What follows belongs to an exercise in optimizing a design on an open flow for small area, a short achievable clock period and few clock cycles; a production flow would make more cautious choices.
Only simulation tests tie the RTL to the original design; equivalence was not proved.

==> flow/design.v (excerpt) <==
module signed_binary_to_decimal_ascii_top #(
	parameter int VALUE_WIDTH = sbda_pkg::VALUE_WIDTH_DEF
) (
	input  logic                          clk,
	input  logic                          arst_n,
	input  logic                          value_valid,
	output logic                          value_ready,
	input  logic signed [VALUE_WIDTH-1:0] value,
	output logic                          char_valid,
	input  logic                          char_ready,
	output logic [7:0]                    character,
	output logic                          last
);
Size in the first run: about 1,100 cells after synthesis, roughly 110 flip-flops, about 0.0079 mm2 of cells after synthesis.
Settings: LEC_CHECK=0, ABC_AREA=1, CAP_MARGIN=20, CORE_MARGIN=2, CORE_UTILIZATION=40, CTS_BUF_LIST=sky130_fd_sc_hd__clkbuf_8, SETUP_SLACK_MARGIN=1.65, SLEW_MARGIN=20; clock period 4.0 ns.
standard.sh (not shown) runs the stock make flow with config.mk's settings and CLKGATE_MAP_FILE= SYNTH_SCRIPT=/design/flow/synth_recipe.tcl, a recipe that flattens the netlist after the stock synthesis.
==> flow/flow/run.sh <==
#!/bin/bash
# Standard layout, with the port buffers made from buf_4 cells instead of the default pick.
bash standard.sh BUFFER_PORTS_ARGS="-buffer_cell sky130_fd_sc_hd__buf_4" finish > standard.log 2>&1
The starting point passed the timing, DRC and antenna checks.
Testbench counts at the start, summed over its fixed seeds: cycles 21,185.
==> next run, changes <==
- CTS_BUF_LIST: sky130_fd_sc_hd__clkbuf_8 -> sky130_fd_sc_hd__clkbuf_8 sky130_fd_sc_hd__clkbuf_4
- CTS_CLUSTER_DIAMETER: not set -> 60
- CTS_CLUSTER_SIZE: not set -> 25
Effect: Wire length is about the same. Utilization hardly moves. Worst hold slack barely changes. Register-to-register slack hardly moves. Maximum frequency is about the same. Die area does not change. Setup slack improved by 5.5 ps. Via count fell by 0.30%.
==> next run, changes <==
- CTS_BUF_LIST: sky130_fd_sc_hd__clkbuf_8 sky130_fd_sc_hd__clkbuf_4 -> sky130_fd_sc_hd__clkbuf_8
- CTS_CLUSTER_DIAMETER: 60 -> 100
- CTS_CLUSTER_SIZE: 25 -> 40
- TNS_END_PERCENT: not set -> 25
The new run produced a clean layout. Area after synthesis stays the same. Final area drops by 0.74%. Cell count stays the same. Register-to-register slack gets worse by 370 ps. Setup slack gets worse by 370 ps. Hold slack barely changes. Clock-buffer cell count drops by 1.
==> next run, changes <==
- SETUP_SLACK_MARGIN: 1.65 -> 1.6
- TNS_END_PERCENT: 25 -> not set
After rerunning: The new run ran to the end with no violations. Wire length stays flat. First-iteration DRC count falls by about 6%. Worst hold slack gains 9.5 ps.


## ember
Another version of the RTL of signed_binary_to_decimal_ascii_top (not shown whole).
For scale: about 110 flip-flops, about 47 I/O pins, roughly 8900 µm² of cells after synthesis.
Settings: LEC_CHECK=0, ABC_AREA=0, CAP_MARGIN=20, CORE_MARGIN=2, CORE_UTILIZATION=40, SETUP_SLACK_MARGIN=1.65, SLEW_MARGIN=20; clock period 4.0 ns.
Scripts as last shown in full above: flow/flow/run.sh
Testbench counts of ember, summed over its fixed seeds: cycles 22,057.
Here is what was changed in the inputs of yarrow compared with ember.
Settings: swapping 0 for 1 in ABC_AREA; swapping 1.65 for 2.0 in SETUP_SLACK_MARGIN.
Notes after the runs:
Lower minimum hold slack was reported by ember, not yarrow. yarrow against ember: via count of the first global-routing pass down 2,222, number of well taps down 20, design area down 18%, setup slack after layout up 770 ps. Relative to ember, the non-clock buffer count measured on yarrow has decreased by more than half. Against ember, post-route minimum period in yarrow came out better.
## Diff of input files: tundra against yarrow
Settings: changing SETUP_SLACK_MARGIN from 2.0 to 1.65.
==> flow/flow/run.sh <==
#!/bin/bash
# Standard layout with two changes in how it is made:
#  - the port buffers are buf_4 cells instead of the default pick;
#  - ABC maps the logic with an area-recovering script (flow/abc_area.script) in place of
#    ORFS's abc_area.script; everything else in ORFS's scripts is used as it is.
set -e
rm -rf orfs_scripts
cp -r "$FLOW_HOME/scripts" orfs_scripts
cp flow/abc_area.script orfs_scripts/abc_area.script
bash standard.sh SCRIPTS_DIR="$PWD/orfs_scripts" BUFFER_PORTS_ARGS="-buffer_cell sky130_fd_sc_hd__buf_4" finish > standard.log 2>&1
==> flow/flow/abc_area.script (new file) <==
strash
dch
map -a
topo
stime -c
Findings:
tundra and yarrow ended up with nearly the same design area.
Sum of routed wire segments on met1 was higher in yarrow than in tundra.
Higher placed cell area goes to yarrow over tundra.
Cell area after synthesis delta for tundra relative to yarrow: 840 µm² lower
Summary: with yarrow as the reference, number of cells upsized or downsized after cts in tundra moved up by more than 100%.
Input changes introduced in onyx (baseline for comparison: tundra):
Settings: SETUP_SLACK_MARGIN changed from 1.65 to 1.5.
==> flow/flow/run.sh <==
#!/bin/bash
# Standard layout, with the port buffers made from buf_4 cells instead of the default pick.
bash standard.sh BUFFER_PORTS_ARGS="-buffer_cell sky130_fd_sc_hd__buf_4" finish > standard.log 2>&1
removed: flow/flow/abc_area.script
### Flow results
The run showing the smaller growth of design area from synthesis to finish is onyx. Cmp onyx and tundra / core utilization / lower: onyx. In summary, onyx completed successfully, with a layout that passed the timing, DRC and antenna checks. Compared with tundra, final cell area excluding filler cells in onyx decreased by more than 10%. In onyx relative to tundra, global placement routability congestion had gone down by a few percent. Relative to tundra, first-pass GRT wire length has decreased by about 2.3% in onyx. The leading cell type in the layout, fill and taps excluded comes out sky130_fd_sc_hd__nand2_1 in one run and sky130_fd_sc_hd__buf_4 in the other, namely in onyx and tundra respectively. HPWL after detailed placement sits higher in onyx than in tundra. When the final numbers for onyx and tundra were put side by side, the share of the final layout cell area in multi-input gates turned out to be greater in onyx.
#### Input delta (raven over onyx)
Settings: SETUP_SLACK_MARGIN: 1.5 -> 1.65.
==> flow/flow/run.sh <==
#!/bin/bash
# Standard layout with two changes in how it is made:
#  - the port buffers are buf_4 cells instead of the default pick;
#  - ABC maps the logic with an area-recovering script (flow/abc_area.script) in place of
#    ORFS's abc_area.script; everything else in ORFS's scripts is used as it is.
set -e
rm -rf orfs_scripts
cp -r "$FLOW_HOME/scripts" orfs_scripts
cp flow/abc_area.script orfs_scripts/abc_area.script
bash standard.sh SCRIPTS_DIR="$PWD/orfs_scripts" BUFFER_PORTS_ARGS="-buffer_cell sky130_fd_sc_hd__buf_4" finish > standard.log 2>&1
==> flow/flow/abc_area.script (new file) <==
strash
ifraig
scorr
dc2
strash
dch -f
map -a
topo
## What came out
Compared with onyx, in raven routed wire length moved up; wire length on met3 moved down. raven vs. onyx: smallest hold slack saw little to no change; worst setup slack saw a decrease. raven has number of fillers in the final layout below what onyx had. STATUS achievable frequency: raven loses against onyx. On register cell area after layout, raven and onyx are neck and neck. Summary — relative max-transition margin, raven relative to onyx: lower, by 2.0 points.
diff inputs: raven => cedar
==> flow/flow/abc_area.script <==
strash
dch -f
map -B 0.9
topo
stime -c
buffer -c
upsize -c
dnsize -c
==> notes.md <==
- raven → cedar: XOR/XNOR share of the synthesized area roughly the same; count of clock-buffer cells in the layout higher.
- cedar: shortest period the worst path allows 520 ps below raven

afterwards: timing with drivers on the ports:
The results above use ideal ports. As a check the final layouts listed here were re-extracted and re-timed, cells and wires unchanged.
Step 1 assumes that a clkbuf_16 drives the clock port and a buf_2 every other input.
Step 2, shift: input delay + t, output delay - t, t = (earliest + latest rising clock arrival at the registers) / 2. This alone moves slack from input paths to output paths.
a / b / c = ideal / step 1 / step 2; a / b = the first two.
run	t, ns	slack for setup (ns)	worst setup path after step 2	slew at the worst register clock pin (ns)	pins driven straight from the clock port
the first run of note 1	0.476	1.867 / 1.877 / 1.410	input to register	0.08 / 0.08	1
the second run of note 1	0.476	1.873 / 1.879 / 1.415	input to register	0.07 / 0.07	1
the third run of note 1	0.468	1.507 / 1.507 / 1.082	input to register	0.08 / 0.08	1
the fourth run of note 1	0.463	1.868 / 1.868 / 1.432	input to register	0.08 / 0.08	1
ember	0.410	1.173 / 1.173 / 0.987	input to register	0.09 / 0.09	1
yarrow	0.391	1.945 / 1.945 / 1.668	input to register	0.08 / 0.08	1
tundra	0.391	1.324 / 1.324 / 0.964	input to register	0.08 / 0.08	1
onyx	0.390	1.647 / 1.668 / 1.278	input to register	0.08 / 0.08	1
raven	0.389	1.226 / 1.231 / 0.842	input to register	0.08 / 0.08	1
cedar	0.397	1.741 / 1.762 / 1.365	input to register	0.08 / 0.08	1
After both steps setup and hold are still met in every run listed. For the second run of note 1, which loses most, drivers alone change the setup slack by +0.006 ns; drivers and shift together by -0.458 ns.
